This design comes from an exercise in tuning for small area, a short achievable clock period and few clock cycles per item on the open sky130 flow, not from production work.
In this exercise RTL edits were held to simulation tests only and were not proved equivalent to the original.
Power is estimated from default activity; no workload was simulated.

== juniper ==
Design pp_reduction_sequencer, start of the top module:
module pp_reduction_sequencer #(
    parameter int WIDTH  = 128,
    parameter int MAX_PP = 16,
    parameter int CNT_W  = 5
) (
    input  logic             clk,
    input  logic             rst,
    input  logic             start,
    input  logic [CNT_W-1:0] pp_count,
    output logic             busy,
    output logic             err,
    input  logic             in_valid,
    output logic             in_ready,
    input  logic [WIDTH-1:0] in_pp0,
    input  logic [WIDTH-1:0] in_pp1,
    output logic             out_valid,
    input  logic             out_ready,
    output logic [WIDTH-1:0] out_result
);
Size: roughly 1,700 cells after synthesis, ~150 flip-flops, roughly 400 I/O pins.
Settings: LEC_CHECK=0, CAP_MARGIN=20, CORE_MARGIN=2, CORE_UTILIZATION=40, SETUP_SLACK_MARGIN=0.5, SLEW_MARGIN=20; clock period 4.0 ns.
standard.sh (not shown) runs the stock make flow with config.mk's settings and CLKGATE_MAP_FILE= SYNTH_SCRIPT=/design/flow/synth_recipe.tcl, a recipe that flattens the netlist after the stock synthesis.
==> flow/flow/run.sh <==
#!/bin/bash
# Standard ORFS layout, except that the port buffers are plain buf_1 cells
# (resizing may still upsize them) instead of the default delay buffers.
set -euo pipefail
bash standard.sh BUFFER_PORTS_ARGS="-buffer_cell sky130_fd_sc_hd__buf_1" finish > make_finish.log 2>&1
juniper: all stages complete, timing, DRC and antenna checks passed
Testbench counts of juniper, summed over its fixed seeds: cycles 8,944, items 2,000.
Here is what was changed in the inputs of tundra compared with juniper.
Settings: putting PLACE_DENSITY at 0.85 where nothing was set; swapping 40 for 65 in CORE_UTILIZATION; clearing SETUP_SLACK_MARGIN, which used to be 0.5.
Findings:
- From the logs: tundra reached the end of the flow and failed the layout checks with setup timing.
- Clock skew, tundra and juniper, higher one = tundra.
- Changes observed in tundra relative to juniper: shortest clock period the worst path allows after layout +150 ps, worst hold slack moved down, post-route core utilization rose 26 points, portion of total power attributed to combinational logic fell 2.4 points.
Inputs modified between tundra and maple:
Settings: PLACE_DENSITY now 0.75, was 0.85; CORE_UTILIZATION now 55, was 65.
--- outcome ---
Any difference in proportion of cell area occupied by multi-input gates between tundra and maple is small enough to ignore. For tundra, the highest metal layer with signal wires was met4, unlike maple, where it was met5. maple finished all stages; the layout is clean. Measured against each other, tundra and maple differ in sequential share of layout area, the lower figure coming from tundra. Wire length (maple vs. tundra) decreases by a little under 10%.
The following lists how amber was set up differently from maple:
Settings: swapping 55 for 40 in CORE_UTILIZATION; clearing PLACE_DENSITY, which used to be 0.75; putting ABC_AREA at 1 where nothing was set.
Results
Share of final layout cell area taken by clock buffers and inverters: amber vs maple down 0.23 points
Sort amber and maple by final design instance area without fill, descending, and amber comes first.
First-pass GRT wire length, amber and maple: lower on maple
Comparing amber and maple, the lower upper clock frequency limit was measured on maple.
amber against maple: proportion of layout cells with a drive suffix above 1 decreased 4.4 points, detailed placement HPWL increased about 28%.
diff inputs: amber => indigo
Settings: removing ABC_AREA (formerly 1); setting SYNTH_HIERARCHICAL to 1 for the first time.
==> comparison <==
indigo finished all stages; however, its layout fails the closing checks, the failures being setup timing.
Of the two values seen for source of the critical timing path, r_acc[17] was produced by indigo and r_cb[1] by amber.
Diff amber -> indigo: power density relative to cell area picked up an extra about 9%; synthesized cell count decreased 183; maximum frequency dropped 0.037 GHz; worst setup slack fell 640 ps; clock skew went down by 3.1 ps.
Share of total power consumed by net switching for indigo is higher than for amber.
The following lists how cedar was set up differently from indigo:
Settings: a deleted SYNTH_HIERARCHICAL that had been 1.
--- outcome ---
cedar went all the way through synthesis, placement and routing and the layout is clean on timing, DRC and antenna. cedar ends up with a non-clock buffer total of the final layout that is about 17% lower than in indigo. Aggregate negative setup slack in cedar is 29,620 ps higher than in indigo. cedar vs indigo: cell area after layout down. On cedar: power is 2.8 mW lower than what indigo gave. Delta (cedar minus indigo): final layout net count down about 28%, clock-buffer cell count shrank by 3, share of total power in combinational logic saw a decrease, count of multi-input combinational gates fell by 627, placement-stage cell area now sits lower. Going from indigo to cedar, total length of routed wires shrinks by 28%.

* * *

pp_reduction_sequencer again, from the RTL that the note above started with.
Settings: LEC_CHECK=0, CAP_MARGIN=20, CORE_MARGIN=2, CORE_UTILIZATION=60, SLEW_MARGIN=20; clock period 4.0 ns.
Scripts as last shown in full above: flow/flow/run.sh
The first run finished clean.
Testbench counts at the start, summed over its fixed seeds: cycles 8,944, items 2,000.
Then changed:
==> flow/flow/run.sh (replaced) <==
#!/bin/bash
# Standard ORFS layout with two changes: synthesis maps all logic through ABC
# (no separate full/half-adder extraction), and the port buffers are plain
# buf_1 cells instead of the default delay buffers.
set -euo pipefail
bash standard.sh ADDER_MAP_FILE= BUFFER_PORTS_ARGS="-buffer_cell sky130_fd_sc_hd__buf_1" finish > make_finish.log 2>&1
CORE_UTILIZATION = 40   (was 60)
- Now the flow completed and failed the layout checks on setup timing
- sequential power drops by about 4%
- clock skew hardly moves
- worst hold slack gains 40 ps
- worst setup slack loses 1300 ps
Then changed:
==> flow/flow/run.sh (replaced) <==
#!/bin/bash
# Standard ORFS layout, except that the port buffers are plain buf_1 cells
# (resizing may still upsize them) instead of the default delay buffers, and
# that after global routing the resizer downsizes cells on paths with slack.
set -euo pipefail
bash standard.sh BUFFER_PORTS_ARGS="-buffer_cell sky130_fd_sc_hd__buf_1" RECOVER_POWER=100 finish > make_finish.log 2>&1
The new run completed and failed the layout checks on capacitance limit, slew limit.
Core utilization goes down by 8.1 points.
First-iteration DRC count went down by well over a third.
Clock power went down by a little under a tenth.
Die area is lower by a few percent.
Global-route usage is lower by 4.7 points.
Routed wire length shrinks by a quarter to a third.
Worst setup slack improves by 1300 ps.
Then changed:
==> flow/flow/run.sh (replaced) <==
#!/bin/bash
# Standard ORFS layout, except that the port buffers are plain buf_1 cells
# (resizing may still upsize them) instead of the default delay buffers.
set -euo pipefail
bash standard.sh BUFFER_PORTS_ARGS="-buffer_cell sky130_fd_sc_hd__buf_1" finish > make_finish.log 2>&1
CAP_MARGIN = 0   (was 20)
SLEW_MARGIN = 0   (was 20)
After rerunning: The changed run completed without violations; clock power barely changes; total power stays flat; via count is about the same; sequential power hardly moves; fmax is about the same; routed wire length barely changes; combinational power barely changes; first-iteration DRC count grows by 10%.

separate check: timing with driven ports:
In the flow no input, the clock included, has a driving cell. The finished layouts below were timed again as built, in two steps. Step 1: set_driving_cell puts a clkbuf_16 on clk and a buf_2 on each other input, an assumption about the parent block. Step 2 moves the port delays by t, midway between the first and last clock arrival at a register: inputs arrive t later, outputs are due t later. That takes back most of the time a late clock gives input paths. a / b / c = no drivers / after step 1 / after step 2; a / b = the first two.
run	shift t [ns]	setup slack, ns	worst setup path at the end
juniper	0.485	0.087 / 0.036 / -0.160	input to register
tundra	0.473	-0.067 / -0.121 / -0.348	input to register
maple	0.471	0.111 / 0.061 / -0.123	input to register
amber	0.502	0.137 / 0.082 / 0.043	input to register
indigo	0.534	-0.504 / -0.562 / -0.049	input to register
cedar	0.498	0.054 / 0.003 / -0.142	input to register
the first run of note 2	0.479	0.043 / -0.008 / -0.088	input to register
the second run of note 2	0.545	-1.224 / -1.279 / -1.049	input to register
the third run of note 2	0.498	0.057 / 0.006 / -0.142	input to register
the fourth run of note 2	0.498	0.054 / 0.003 / -0.142	input to register
The setup slack of tundra, which loses most, moves by -0.054 ns with the drivers and by -0.281 ns with both steps.
